Context: an optimization exercise on an open-source flow, tuned for small area and a short achievable clock period. The choices shown serve that exercise and are no tape-out recipe. Function was checked by simulation only, so behaviour that the tests miss may differ from the original. The clock input has no modelled driver; a real chip could not lean on it and would need a root buffer or a full tree.

==> flow/design.v (excerpt) <==
module fifo_wc_sync (
  input  logic        clk,
  input  logic        rst_n,
  input  logic        w_req,
  input  logic [63:0] data_i,
  output logic        full,
  input  logic        r_req,
  output logic [31:0] data_o,
  output logic        empty,
  output logic [5:0]  w_cnt,
  output logic [6:0]  r_cnt,
  output logic        ovf,
  output logic        udf
);
For scale: roughly 120 I/O pins, ~0.079 sq mm of cells after synthesis.
Settings: LEC_CHECK=0, CAP_MARGIN=20, CORE_MARGIN=2, CORE_UTILIZATION=65, SETUP_SLACK_MARGIN=3.0, SLEW_MARGIN=20; clock period 5.0 ns.
standard.sh (not shown) runs the stock make flow with config.mk's settings and CLKGATE_MAP_FILE= SYNTH_SCRIPT=/design/flow/synth_recipe.tcl, a recipe that flattens the netlist after the stock synthesis.
==> flow/flow/run.sh <==
#!/bin/bash
# The standard layout, with three changes: port buffers of a fixed strong cell, free cell
# resizing (sizing may change a cell's footprint), and a hand-built two-level clock tree
# (flow/cts_tree.tcl, 4 roots, 20 leaves each, all clkbuf_16) in place of TritonCTS.
set -euo pipefail
export CTS_TREE_ROOT=sky130_fd_sc_hd__clkbuf_16
export CTS_TREE_LEAF=sky130_fd_sc_hd__clkbuf_16
export CTS_TREE_NET=clk
export CTS_TREE_LEAVES=20
bash standard.sh MATCH_CELL_FOOTPRINT=0 \
  "BUFFER_PORTS_ARGS=-buffer_cell sky130_fd_sc_hd__buf_4" \
  "PRE_CTS_TCL=$PWD/flow/cts_tree.tcl" finish > standard.log 2>&1
==> flow/flow/cts_tree.tcl <==
# Clock tree built by hand, in place of TritonCTS (sourced as PRE_CTS_TCL by ORFS's cts.tcl).
# The flip-flops are split by recursive median bisection into groups of equal size;
# each group gets a leaf cell (CTS_TREE_LEAF) at its centroid. The first cuts give four
# quadrants, each split into CTS_TREE_LEAVES groups; each quadrant's leaves hang on a root cell (CTS_TREE_ROOT) at their centroid, and
# the clock port feeds the four roots. Two levels, balanced by construction; with inverters at
# both levels the clock keeps its polarity.

proc cts_tree_split {items n} {
  # items: list of {payload x y}; returns a list of n groups whose sizes differ by at most one.
  if {$n <= 1 || [llength $items] < 2} { return [list $items] }
  set xs [lmap i $items {lindex $i 1}]
  set ys [lmap i $items {lindex $i 2}]
  set dx [expr {[tcl::mathfunc::max {*}$xs] - [tcl::mathfunc::min {*}$xs]}]
  set dy [expr {[tcl::mathfunc::max {*}$ys] - [tcl::mathfunc::min {*}$ys]}]
  set k [expr {$dx >= $dy ? 1 : 2}]
  set s [lsort -integer -index $k $items]
  set n1 [expr {$n / 2}]
  set h [expr {([llength $s] * $n1 + $n / 2) / $n}]
  return [concat [cts_tree_split [lrange $s 0 [expr {$h - 1}]] $n1] \
                 [cts_tree_split [lrange $s $h end] [expr {$n - $n1}]]]
}

proc cts_tree_centroid {items} {
  set sx 0; set sy 0
  foreach i $items { set sx [expr {$sx + [lindex $i 1]}]; set sy [expr {$sy + [lindex $i 2]}] }
  set n [llength $items]
  return [list [expr {$sx / $n}] [expr {$sy / $n}]]
}

proc cts_tree_buffer {block master name x y innet outnet} {
  set inst [odb::dbInst_create $block $master $name]
  set w [$master getWidth]
  set h [$master getHeight]
  $inst setLocation [expr {int($x - $w / 2)}] [expr {int($y - $h / 2)}]
  $inst setPlacementStatus PLACED
  foreach it [$inst getITerms] {
    if {[$it isInputSignal]} { $it connect $innet }
    if {[$it isOutputSignal]} { $it connect $outnet }
  }
  return $inst
}

proc cts_tree_build {} {
  set db [ord::get_db]
  set block [ord::get_db_block]
  set rmaster [$db findMaster $::env(CTS_TREE_ROOT)]
  set lmaster [$db findMaster $::env(CTS_TREE_LEAF)]
  set clk [$block findNet $::env(CTS_TREE_NET)]
  set sinks {}
  foreach it [$clk getITerms] {
    set bb [[$it getInst] getBBox]
    lappend sinks [list $it [expr {([$bb xMin] + [$bb xMax]) / 2}] [expr {([$bb yMin] + [$bb yMax]) / 2}]]
  }
  set quads [cts_tree_split $sinks 4]
  set li 0
  set ri 0
  foreach q $quads {
    set leaves [cts_tree_split $q $::env(CTS_TREE_LEAVES)]
    set rnet [odb::dbNet_create $block "clknet_root_$ri"]
    $rnet setSigType CLOCK
    set lpos {}
    foreach g $leaves {
      set lnet [odb::dbNet_create $block "clknet_leaf_$li"]
      $lnet setSigType CLOCK
      foreach s $g {
        set it [lindex $s 0]
        $it disconnect
        $it connect $lnet
      }
      lassign [cts_tree_centroid $g] x y
      cts_tree_buffer $block $lmaster "clkbuf_leaf_$li" $x $y $rnet $lnet
      lappend lpos [list {} $x $y]
      incr li
    }
    lassign [cts_tree_centroid $lpos] x y
    cts_tree_buffer $block $rmaster "clkbuf_root_$ri" $x $y $clk $rnet
    incr ri
  }
  puts "cts_tree: [llength $sinks] sinks, $li leaf buffers, $ri root buffers"
  set_propagated_clock [all_clocks]
}

rename clock_tree_synthesis cts_tree_tritoncts
proc clock_tree_synthesis {args} { cts_tree_build }
The baseline completed without violations.
Rerun with:
--- a/flow/flow/run.sh
+++ b/flow/flow/run.sh
@@ -4 +4 @@
-# (flow/cts_tree.tcl, 4 roots, 20 leaves each, all clkbuf_16) in place of TritonCTS.
+# (flow/cts_tree.tcl, 4 roots, 24 leaves each, all clkbuf_16) in place of TritonCTS.
@@ -9 +9 @@
-export CTS_TREE_LEAVES=20
+export CTS_TREE_LEAVES=24
Clock skew went down by 0.014 ns.
Die area stays the same.
Worst setup slack is worse by 0.0070 ns.
Global-route usage went down by 0.34 points.
Maximum frequency went down by 0.31%.
Rerun with:
--- a/flow/flow/cts_tree.tcl
+++ b/flow/flow/cts_tree.tcl
@@ -84 +84,5 @@
-proc clock_tree_synthesis {args} { cts_tree_build }
+source [file join [file dirname [info script]] outbuf.tcl]
+proc clock_tree_synthesis {args} {
+  outbuf_move
+  cts_tree_build
+}
==> flow/flow/outbuf.tcl (new file) <==
# Output port buffers next to the registers that drive them (sourced from cts_tree.tcl, before
# the clock tree is built; the detailed placement that follows legalizes the moves). Global
# placement leaves each output buffer near its pin, so the register drives the long wire; with
# the buffer beside the register, the stronger buffer drives it instead.

proc outbuf_move {} {
  set block [ord::get_db_block]
  set moved 0
  foreach bt [$block getBTerms] {
    if {[$bt getIoType] ne "OUTPUT"} { continue }
    set net [$bt getNet]
    set buf ""
    foreach it [$net getITerms] { if {[$it isOutputSignal]} { set buf [$it getInst] } }
    if {$buf eq ""} { continue }
    set in ""
    foreach it [$buf getITerms] { if {[$it isInputSignal]} { set in [$it getNet] } }
    if {$in eq ""} { continue }
    set drv ""
    foreach it [$in getITerms] { if {[$it isOutputSignal]} { set drv [$it getInst] } }
    if {$drv eq "" || ![[$drv getMaster] isSequential]} { continue }
    set bb [$drv getBBox]
    $buf setLocation [$bb xMax] [$bb yMin]
    incr moved
  }
  puts "outbuf: moved $moved output buffers next to their registers"
}
=>
- sequential cell count is unchanged
- area after synthesis is unchanged
- wire length rose by 0.53%
- fmax came out higher by 4.6%
In every run of this note, the design's own scripts or RTL, not TritonCTS, make the clock network.

## static timing again, ports no longer ideal
Ports are ideal in the flow. The routed layouts listed here were re-timed in OpenROAD.
Step 1, drivers: a clkbuf_16 drives clk and a buf_2 each remaining input, both assumed.
Step 2 times the ports against the registers' clock, not the clock port: input delays grow and output delays shrink by t, the midpoint of the rising clock arrivals with the driver on.
Three values: ideal, step 1, step 2; two values: the first two.
| run | t (ns) | setup slack, ns | worst setup path at the end |
|---|---|---|---|
| the first run | 0.766 | 2.764 / 2.582 / 2.352 | input to register |
| the second run | 0.790 | 2.757 / 2.575 / 2.294 | input to register |
| the third run | 0.797 | 2.855 / 2.672 / 2.285 | input to register |
After both steps setup and hold are still met in every run listed. For the third run, which loses most, drivers alone change the setup slack by -0.183 ns; drivers and shift together by -0.570 ns.
